Context: an optimization exercise on an open-source flow, tuned for small area, a short achievable clock period and few clock cycles. The choices shown serve that exercise and are no tape-out recipe. Function was checked by simulation only, so behaviour that the tests miss may differ from the original. Power is estimated from default activity; no workload was simulated.

// soft_cluster_membership
module soft_cluster_membership
#(
    parameter int NUM_CLUSTERS = 16,
    parameter int NUM_DIMS = 16,
    parameter int COORD_BITS = 16
)
(
    input  logic                  clk,
    input  logic                  rst_n,
    input  logic                  psel,
    input  logic                  penable,
    input  logic                  pwrite,
    input  logic [PADDR_W-1:0]    paddr,
    input  logic [31:0]           pwdata,
    output logic [31:0]           prdata,
    output logic                  pready,
    input  logic                  start,
    output logic                  busy,
    input  logic                  operation,
    input  logic [CLUSTER_W-1:0]  cluster,
    input  logic [DIM_W-1:0]      dim_index,
    input  logic [COORD_BITS-1:0] coord_value,
    input  logic                  last_coord,
    output logic                  result_valid,
    output logic [CLUSTER_W-1:0]  cluster_index,
    output logic [Q15_W-1:0]      membership,
    output logic                  last
);
clock: 12.0 ns
lec_check: 0
cap_margin: 20
core_margin: 2
core_utilization: 55
slew_margin: 20
standard.sh (not shown) runs the stock make flow with config.mk's settings and CLKGATE_MAP_FILE= SYNTH_SCRIPT=/design/flow/synth_recipe.tcl, a recipe that flattens the netlist after the stock synthesis.
==> flow/flow/run.sh <==
#!/bin/bash
# The standard layout, with timing repair aimed at 7.5 ns of setup slack
# (a 4.5 ns path budget at the design's 12 ns clock); constraints unchanged
set -euo pipefail
bash standard.sh SETUP_SLACK_MARGIN=7.5 finish > standard_flow.log 2>&1
The baseline finished with antenna rules left.
Testbench counts at the start, summed over its fixed seeds: cycles 1,928.
==> next run, changes <==
CORE_UTILIZATION = 40   (was 55)
Effect: The new run ran to the end with no violations; flip-flop and latch count is unchanged; sequential share of layout area goes down by 0.37 points; maximum frequency goes up by about 1.2%; final area goes up by about 0.9%; routed wire length goes down by 0.91%; sequential power barely changes.

run 1:
Starting RTL as in the previous note.
export LEC_CHECK = 0
export CAP_MARGIN = 20
export CORE_MARGIN = 2
export CORE_UTILIZATION = 55
export CTS_CLUSTER_DIAMETER = 90
export CTS_CLUSTER_SIZE = 24
export SLEW_MARGIN = 20
create_clock -name core_clock -period 12.0 [get_ports {clk}]
Scripts as last shown in full above: flow/flow/run.sh
Both conditions hold for run 1: the flow ran to the end and the final layout passed the timing, design-rule and antenna checks.
Testbench counts of run 1, summed over its fixed seeds: cycles 1,928.
Input changes introduced in run 2 (baseline for comparison: run 1):
Settings: clearing CTS_CLUSTER_DIAMETER, which used to be 90; clearing CTS_CLUSTER_SIZE, which used to be 24; swapping 55 for 40 in CORE_UTILIZATION.
==> flow/flow/run.sh <==
#!/bin/bash
# The standard layout, with timing repair aimed at 7 ns of setup slack
# (a 5 ns path budget at the design's 12 ns clock); constraints unchanged
set -euo pipefail
bash standard.sh SETUP_SLACK_MARGIN=7 finish > standard_flow.log 2>&1
[summary]
Side by side, final critical delay including setup and external delays turned out higher in run 2 than in run 1. Diff run 1 -> run 2 | power after layout | increase of 9.8%. Diff run 1 -> run 2: global-route track usage on met1 fell by 14 points; count of instances resized after the clock tree is built fell by 280; leakage power rose by 4.2%. [compare] base=run 1 new=run 2: global routing usage on met2 shows a reduction of 10 points, minimum hold slack shows a reduction of 0.045 ns, sequential cell area fraction in the yosys report shows no meaningful change, total inserted antenna cells shows a reduction of 22.
Input changes introduced in run 3 (baseline for comparison: run 2):
Settings: CORE_UTILIZATION: 40 -> 55; CTS_CLUSTER_SIZE: unset -> 20; CTS_CLUSTER_DIAMETER: unset -> 100.
==> flow/flow/run.sh <==
#!/bin/bash
# The standard layout, with timing repair aimed at 8 ns of setup slack
# (a 4 ns path budget at the design's 12 ns clock); constraints unchanged
set -euo pipefail
bash standard.sh SETUP_SLACK_MARGIN=8 finish > standard_flow.log 2>&1
## What came out
- Number of filler cells placed in the layout | run 3 below run 2
- Between run 3 and run 2, it is run 3 whose maximum frequency is higher, by about 7%.
- Compared to run 2, run 3 has final-stage net count 410 higher.
- Depth of the critical timing path with buffers and inverters included ended up 2 higher on run 3 than on run 2.
- Initial antenna violation count of run 3 falls short of that of run 2 by more than 10%.
- Between run 2 and run 3, the flow reports final antenna diode count increasing by more than a quarter.
- Compared with run 2, run 3 degrades detailed-route wire length.
- Run 2 vs run 3, critical path's slowest cell: sky130_fd_sc_hd__o31ai_4 vs sky130_fd_sc_hd__dfrtp_4
- Run 2 ended up with g_div[7].u_div.quot[0]$_DFF_P_ as its critical path capture point; run 3 ended up with sum_reg[43]$_DFF_P_.
- Via count, run 3 vs run 2: up slightly
Inputs modified between run 3 and run 4:
==> flow/flow/run.sh <==
#!/bin/bash
# The standard layout, with timing repair aimed at 7.5 ns of setup slack
# (a 4.5 ns path budget at the design's 12 ns clock); constraints unchanged
set -euo pipefail
bash standard.sh SETUP_SLACK_MARGIN=7.5 finish > standard_flow.log 2>&1
- Per the comparison of run 4 with run 3, via count shows a reduction of 3900; count of cells resized by post-cts repair fell 1176; layout buffer count excluding clock buffers decreased 52%.

## the baseline
soft_cluster_membership, a different RTL version from the one above (not shown whole).
Size in the first run: roughly 31000 cells after synthesis, about 8300 flip-flops, ~340000 µm² of cells after synthesis.
// soft_cluster_membership
module soft_cluster_membership
#(
    parameter int NUM_CLUSTERS = 16,
    parameter int NUM_DIMS = 16,
    parameter int COORD_BITS = 16
)
(
    input  logic                  clk,
    input  logic                  rst_n,
    input  logic                  psel,
    input  logic                  penable,
    input  logic                  pwrite,
    input  logic [PADDR_W-1:0]    paddr,
    input  logic [31:0]           pwdata,
    output logic [31:0]           prdata,
    output logic                  pready,
    input  logic                  start,
    output logic                  busy,
    input  logic                  operation,
    input  logic [CLUSTER_W-1:0]  cluster,
    input  logic [DIM_W-1:0]      dim_index,
    input  logic [COORD_BITS-1:0] coord_value,
    input  logic                  last_coord,
    output logic                  result_valid,
    output logic [CLUSTER_W-1:0]  cluster_index,
    output logic [Q15_W-1:0]      membership,
    output logic                  last
);
clock: 12.0 ns
lec_check: 0
cap_margin: 20
core_margin: 2
core_utilization: 40
slew_margin: 20
==> flow/flow/run.sh <==
#!/bin/bash
# The standard layout, with timing repair aimed at 8 ns of setup slack
# (a 4 ns path budget at the design's 12 ns clock); constraints unchanged
set -euo pipefail
bash standard.sh SETUP_SLACK_MARGIN=8 finish > standard_flow.log 2>&1
Testbench counts of the baseline, summed over its fixed seeds: cycles 1,928.
Relative to the baseline, the following input files were edited for the candidate:
==> flow/flow/run.sh <==
#!/bin/bash
# The standard layout, with timing repair aimed at 7 ns of setup slack
# (a 5 ns path budget at the design's 12 ns clock); constraints unchanged
set -euo pipefail
bash standard.sh SETUP_SLACK_MARGIN=7 finish > standard_flow.log 2>&1
## What came out
Looking at part of the power in combinational logic, the candidate sits 5.6 points below the baseline.
Re core utilization: the candidate is 3.3 points down on the baseline.
Logic depth of the worst setup path including buffers for the candidate: 2 down relative to the baseline
The baseline vs the candidate, timing endpoint of the critical path: ybase_reg[45]$_DFFE_PP_ vs snap[162]$_DFF_P_
In the candidate relative to the baseline, multi-input combinational cell area had gone down by a little under 10%.
Delta (the candidate minus the baseline): met3 layer usage reported by global route lost 0.16 points; final area now smaller; via count fell 7881.
The candidate: full flow OK, the timing, design-rule and antenna checks passed

## afterwards: timing with drivers on the ports
The flow's constraints put no driver on any port. The routed layouts listed below were extracted and timed again, unchanged, in two steps. Step 1 assumes that a clkbuf_16 drives the clock port and a buf_2 every other input. Step 2 adds t to the input delays and takes it off the output delays; t is the mean of the earliest and latest rising clock arrival at the registers after step 1. Input paths then give back, and output paths get back, about the clock's delay inside the block. Three values: no drivers, after step 1, after step 2; two values: the first two.
run | t, ns | setup WS [ns] | worst setup path at the end | slew at the worst register clock pin (ns)
the first run of note 1 | 1.284 | 7.330 / 7.330 / 7.168 | input to register | 0.07 / 0.07
the second run of note 1 | 1.294 | 7.386 / 7.386 / 7.215 | input to register | 0.07 / 0.07
run 1 | 1.208 | 7.369 / 7.369 / 7.184 | input to register | 0.11 / 0.11
run 2 | 1.294 | 7.035 / 7.035 / 7.035 | register to register | 0.07 / 0.07
run 3 | 1.232 | 7.376 / 7.376 / 7.155 | input to register | 0.10 / 0.10
run 4 | 1.204 | 7.298 / 7.298 / 7.182 | input to register | 0.10 / 0.10
the baseline | 1.306 | 7.229 / 7.229 / 7.229 | register to register | 0.08 / 0.08
the candidate | 1.305 | 7.073 / 7.073 / 7.073 | register to register | 0.07 / 0.07
For run 3, which loses most, drivers alone change the setup slack by 0.000 ns; drivers and shift together by -0.221 ns.
